From an optimization exercise on the open Yosys and OpenROAD flow, aimed at small area; shortcuts taken in it are not production practice. Function was checked by simulation only, so behaviour that the tests miss may differ from the original. Power and IR drop assume default switching activity.

`config.mk`:
```
export PLATFORM = sky130hd
export DESIGN_NAME = write_back
export DESIGN_NICKNAME = write_back
export VERILOG_FILES = /design/flow/design.v
export SDC_FILE = /design/flow/constraint.sdc
export NUM_CORES = 4
export LEC_CHECK = 0
export CAP_MARGIN = 20
export CORE_MARGIN = 2
export CORE_UTILIZATION = 40
export PLACE_DENSITY = 0.6
export SLEW_MARGIN = 20
```
`constraint.sdc`:
```
create_clock -name core_clock -period 6.0 [get_ports {clk}]
set_input_delay 1.2000 -clock core_clock [delete_from_list [all_inputs] [get_ports {clk}]]
set_output_delay 1.2000 -clock core_clock [all_outputs]
set_load 0.01 [all_outputs]
```
`design.v`:
```
module write_back #(
  parameter int unsigned XLEN  = 32,
  parameter int unsigned NREG  = 32,
  parameter int unsigned CNT_W = 64
) (
  input  logic             clk,
  input  logic             rst_n,
  input  logic             halt,
  input  logic             wb_valid,
  input  logic [XLEN-1:0]  instruction_in,
  input  logic [XLEN-1:0]  wb_data_in,
  input  logic [4:0]       rs1_addr,
  input  logic [4:0]       rs2_addr,
  input  logic             cnt_we,
  input  logic             cnt_sel,
  input  logic             cnt_hi,
  input  logic [31:0]      cnt_wdata,
  output logic [XLEN-1:0]  rs1_data,
  output logic [XLEN-1:0]  rs2_data,
  output logic [4:0]       fwd_rd,
  output logic [XLEN-1:0]  fwd_data,
  output logic [CNT_W-1:0] instret,
  output logic [CNT_W-1:0] cycle,
  output logic             illegal_instr
);
  localparam logic [6:0] OPC_OP     = 7'b0110011;
  localparam logic [6:0] OPC_OP_IMM = 7'b0010011;
  localparam logic [6:0] OPC_LUI    = 7'b0110111;
  localparam logic [6:0] OPC_AUIPC  = 7'b0010111;
  localparam logic [6:0] OPC_LOAD   = 7'b0000011;
  localparam logic [6:0] OPC_JAL    = 7'b1101111;
  localparam logic [6:0] OPC_JALR   = 7'b1100111;
  localparam logic [6:0] OPC_STORE  = 7'b0100011;
  localparam logic [6:0] OPC_BRANCH = 7'b1100011;
  logic [XLEN-1:0]  r_regs [1:NREG-1];
  logic [4:0]       r_fwd_rd;
  logic [XLEN-1:0]  r_fwd_data;
  logic [CNT_W-1:0] r_instret;
  logic [CNT_W-1:0] r_cycle;
  logic             r_illegal;
  logic [6:0] w_opc;
  logic [4:0] w_rd;
  logic       w_valid;
  logic       w_writes;
  logic       w_legal;
  logic       w_retire;
  logic       w_we;
  assign w_opc = instruction_in[6:0];
  assign w_rd  = instruction_in[11:7];
  assign w_valid = (wb_valid === 1'b1);
  always_comb begin
    w_writes = 1'b0;
    w_legal  = 1'b0;
    case (w_opc)
      OPC_OP, OPC_OP_IMM, OPC_LUI, OPC_AUIPC,
      OPC_LOAD, OPC_JAL, OPC_JALR: begin
        w_writes = 1'b1;
        w_legal  = 1'b1;
      end
      OPC_STORE, OPC_BRANCH: w_legal = 1'b1;
      default: ;
    endcase
  end
  assign w_retire = rst_n & w_valid & ~halt;
  assign w_we     = w_retire & w_writes & (w_rd != 5'd0) & (32'(w_rd) < NREG);
  always_comb begin
    rs1_data = '0;
    if (rs1_addr != 5'd0 && 32'(rs1_addr) < NREG) begin
      if (w_we && w_rd == rs1_addr) rs1_data = wb_data_in;
      else                          rs1_data = r_regs[rs1_addr];
    end
  end
  always_comb begin
    rs2_data = '0;
    if (rs2_addr != 5'd0 && 32'(rs2_addr) < NREG) begin
      if (w_we && w_rd == rs2_addr) rs2_data = wb_data_in;
      else                          rs2_data = r_regs[rs2_addr];
    end
  end
  always_ff @(posedge clk) begin
    if (!rst_n) begin
      for (int unsigned i = 1; i < NREG; i++) r_regs[i] <= '0;
      r_fwd_rd   <= '0;
      r_fwd_data <= '0;
      r_instret  <= '0;
      r_cycle    <= '0;
      r_illegal  <= 1'b0;
    end else begin
      if (cnt_we && !cnt_sel) begin
        if (cnt_hi) r_cycle[CNT_W-1:32] <= cnt_wdata[CNT_W-33:0];
        else        r_cycle[31:0]       <= cnt_wdata;
      end else begin
        r_cycle <= r_cycle + 1'b1;
      end
      if (w_we) begin
        r_regs[w_rd] <= wb_data_in;
        r_fwd_data   <= wb_data_in;
      end
      r_fwd_rd <= w_we ? w_rd : 5'd0;
      if (cnt_we && cnt_sel) begin
        if (cnt_hi) r_instret[CNT_W-1:32] <= cnt_wdata[CNT_W-33:0];
        else        r_instret[31:0]       <= cnt_wdata;
      end else if (w_retire && w_legal) begin
        r_instret <= r_instret + 1'b1;
      end
      r_illegal <= w_retire & ~w_legal;
    end
  end
  assign fwd_rd        = r_fwd_rd;
  assign fwd_data      = r_fwd_data;
  assign instret       = r_instret;
  assign cycle         = r_cycle;
  assign illegal_instr = r_illegal;
endmodule
```
`run.sh`:
```
#!/bin/bash
# synth_recipe.tcl (not shown) runs the flow's synth.tcl, then flattens the netlist and writes it again
# the make line also repeats each setting of config.mk as NAME=value (left out here)
make -C /OpenROAD-flow-scripts/flow DESIGN_CONFIG=/design/flow/config.mk WORK_HOME=/design/flow/orfs CLKGATE_MAP_FILE= SYNTH_SCRIPT=/design/flow/synth_recipe.tcl finish
```
==> notes.md <==
## Status
• complete, no violations — outcome

## STA
• 26.2% — relative max-transition margin
• 6.76 ps — Worst Skew
• 179 MHz — maximum clock rate
• 5600 ps — minimum clock period
• 0 ps — Setup TNS Final
• 93.3% — portion of the clock cycle consumed by the worst path in the final layout
• 0 — setup violation total in the final timing report
• 0 — number of hold-slack violations in the final timing report
• 0 — max-slew violation total from the final report
• 1100 ps — transition at the pin with the smallest max-transition slack
• no — setup repair after global routing missed its margin

## Clock network
• 4 — H-tree depth reported by CTS
• 3 — buffers from clock root to sink, at most
• clkbuf_16 — cell at the root of the clock tree
• 60 ps — clock transition at the registers of the reported paths
• 0 — setup bufs post-CTS
• done — clock tree from TritonCTS
• 137 — total CTS buffers
• 790 ps — clock latency on the worst-skew pair
• 0 — quantity of gates resized following cts
• 0 — hold bufs inserted after CTS
• 1190 — clock tree sinks

## Floorplanning
• 406 um — horizontal die dimension
• 40.3% — initial core utilization
• 343 — Top Ports
• 406 um — vertical extent of the die
• 161000 um^2 — CORE AREA
• 147 — Site Rows
• 165000 um^2 — area of the die

## Yosys
• 52.7% — post-synthesis sequential area ratio
• 83 — post-synth cell types
• 1 — number of warning messages in the yosys log
• edfxtp_1 — Yosys top cell by area
• 1190 — number of storage elements in the synthesis netlist
• 0% — Synth async-reset ratio
• 12.2 um^2 — synthesized area per cell
• 1024 — EDFF count, synth
• 5287 — synthesized instance count
• edfxtp_1 — prevailing post-synth register cell
• edfxtp_1 (48%), mux4_2 (12%), and2_1 (9.7%), mux2i_1 (6.6%), dfxtp_1 (5.1%) — largest cells by area after synthesis
• 64700 um^2 — Post-Synthesis Cell Area
• 47.5% — area fraction of the dominant cell type after synthesis

## Finish
• 76100 um^2 — Layout Cell Area excl Fill
• 16.4% — share of layout cells above drive strength 1
• 17.6% — Area Overhead vs Synth
• 47.4% — Final Util
• edfxtp_1 (1024), and2_1 (1001), mux2i_1 (425), mux4_2 (340), clkdlybuf4s50_1 (315) — highest-count cells in the layout ignoring fill and taps
• edfxtp_1 — commonest non-fill, non-tap cell in the layout
• 5632 — number of nets in the layout

## Run
• 0 — count of maximum capacitance violations

## Global route
• 329 mm — global-route wire length before repair
• 8 — initial antenna violation count
• 0 — gr ovfl total
• 27.5% — total track usage
• 46237 — vias in the first global route
• 73 — maximum number of pins on one net before global-route repair

## Setup path
• output port — element type at the critical path end
• input port — startpoint types
• r_cycle[0]$_SDFFE_PN0P_ — beginning of the worst register-to-register path
• 2960 ps — Worst R2R Setup Slack
• r_cycle[58]$_SDFFE_PN0P_ — Reg2Reg Capture Point
• 4800 ps — WP data required
• 32 — worst-path maximum fanout
• 4400 ps — worst endpoint data arrival time
• input port to output port — start-to-end type of the worst setup path
• 7 — worst reg-to-reg path cell count

## Place
• 322 — IO buf count
• 151 mm — placed wire-length estimate after detailed placement
• 0.913 — RePlAce Congestion
• 71800 um^2 — Post-DP Area

## Min path
• 2 — cell depth of the worst hold path
• flop to flop — path type of the worst min-delay path
• r_fwd_data[31]$_SDFFE_PN0P_ — start point of the worst hold path
• r_fwd_data[31]$_SDFFE_PN0P_ — end point of the worst hold path

## Routing
• 0 — residual antenna-violating net count after detailed routing
• 47447 — DR vias
• 0 — # DRC
• 6.09 — via density per instance
• 5725 — drt first-iter violations
• 230 mm — total routed wirelength
• 6 — number of detailed-route iterations in the first pass
• 29.5 um — DR WL/cell

## Power
• 0.0265 uW — leak pwr
• 269 nW/um^2 — Pwr per Cell Area
• 188 uV — peak supply drop

cells in the mapped netlist (all sizes together), types with 5 or more instances:
cell type	instances
mux2i	425
a22o	33
nor2	300
nor4	34
a211oi	25
o31ai	12
nand2b	7
a31oi	22
nand3	117
dfxtp	166
a311oi	7
nor2b	9
xor2	12
a221oi	22
or2	10
buf	128
o21ai	177
nand2	214
edfxtp	1024
a21o	5
and3	44
nand4	54
o22ai	83
or3	9
a32oi	8
xnor2	19
nor3b	6
and4	9
inv	20
o21a	6
or4	27
o31a	6
o211ai	61
clkbuf	386
and2	1004
nor3	105
mux4	340
a22oi	132
a21oi	167
mux2	5
nand3b	6
worst max-delay path, stage by stage:
cell and delay [ps]:
clkdlybuf4s50_1 430, or3_1 420, nand2b_1 220, nand4b_1 160, buf_4 210, or2_2 630
o21ai_0 150, nor2_1 250, buf_4 190, clkdlybuf4s50_1 540
registers in the layout (all words and copies together), names as in the netlist:
signal / flops
r_regs: 1024
r_cycle: 64
r_instret: 64
r_fwd_data: 32
r_fwd_rd: 5
r_illegal: 1
cell type report:
| type | count | area, um^2 |
|---|---|---|
| flip-flops and latches | 1190 | 34100 |
| clock buffers | 174 | 3680 |
| well taps | 2160 | 2700 |
| repair buffers | 574 | 5810 |
| diodes | 3 | 7.51 |
| inverters | 20 | 80.1 |
| multi-input cells | 3594 | 29100 |
| fillers | 14131 | 84500 |
| clock inverters | 72 | 606 |
cells by family (layout without fill, tap and decap cells):
logic type               after synthesis  in the layout  synth area share (%)
AO/OA/AOI/OAI                        796            796                  7.93
buffers and inverters                534            840                  3.41
multiplexers                         770            770                  18.5
AND/OR/NAND/NOR                     1963           1963                  17.1
flip-flops                          1190           1190                  52.7
adder cells (fa/ha/maj)                2              2                0.0387
other                                  1             35               0.00579
XOR/XNOR                              31             31                 0.420
stage by stage:
| stage | worst slack (ps) | power (uW) | instances | hold slack (ps) |
|---|---|---|---|---|
| finish | 400 | 20500 | 7787 | 450 |
| global route | 282 | 21000 | 7784 | 473 |
| CTS | 427 | 20500 | 7783 | 451 |
| detailed placement | 427 | 12400 | 7537 | 444 |
| global placement | 453 | 12300 | 7537 | 439 |
| floorplan | 823 | 11200 | 5318 | 476 |
worst max-delay path by stage:
stage                     depth (start not counted)                          end          startpoint  slack (ps)
after global routing                             10                 rs2_data[25]   instruction_in[9]         280
after global placement                           10                 rs2_data[20]  instruction_in[10]         450
after detailed placement                         10                 rs2_data[25]   instruction_in[9]         430
after CTS                                        10                 rs2_data[25]   instruction_in[9]         430
after floorplan                                   7  r_regs[29][0]$_SDFFCE_PN0P_   instruction_in[3]         820
final                                            10                 rs2_data[20]   instruction_in[9]         400
report_power, final:
part | switching, uW | leakage, uW | internal, uW
Sequential | 274 | 0.0111 | 9380
Clock | 3510 | 0.00210 | 4690
Combinational | 1530 | 0.0133 | 1090
layer usage:
metal / vias up / GRT usage, % / wire (um)
met5: - / 0 / 51
met4: 8 / 9.85 / 8120
met3: 438 / 7.34 / 24000
met2: 2492 / 42.6 / 105000
met1: 24158 / 37.2 / 93200
li1: 20351 / - / -

==> port drivers added, routing unchanged <==
No port has a modelled driver above. Below, the same layout with a new extraction and two added sets of constraints.
Step 1, drivers: a clkbuf_16 drives clk and a buf_2 each remaining input, both assumed.
Step 2, shift: input delay + t, output delay - t, t = (earliest + latest rising clock arrival at the registers) / 2. This alone moves slack from input paths to output paths.
Slacks: ideal ports / drivers / drivers and shift; pairs: ideal ports / drivers.
t (ns): 0.865
setup WS [ns]: 0.400 / 0.376 / 0.376
worst setup path at the end: input to output
clock arrival spread, ns: 0.030 / 0.031
After both steps this run still meets setup and hold. The setup slack of this run moves by -0.024 ns with the drivers and by -0.024 ns with both steps.
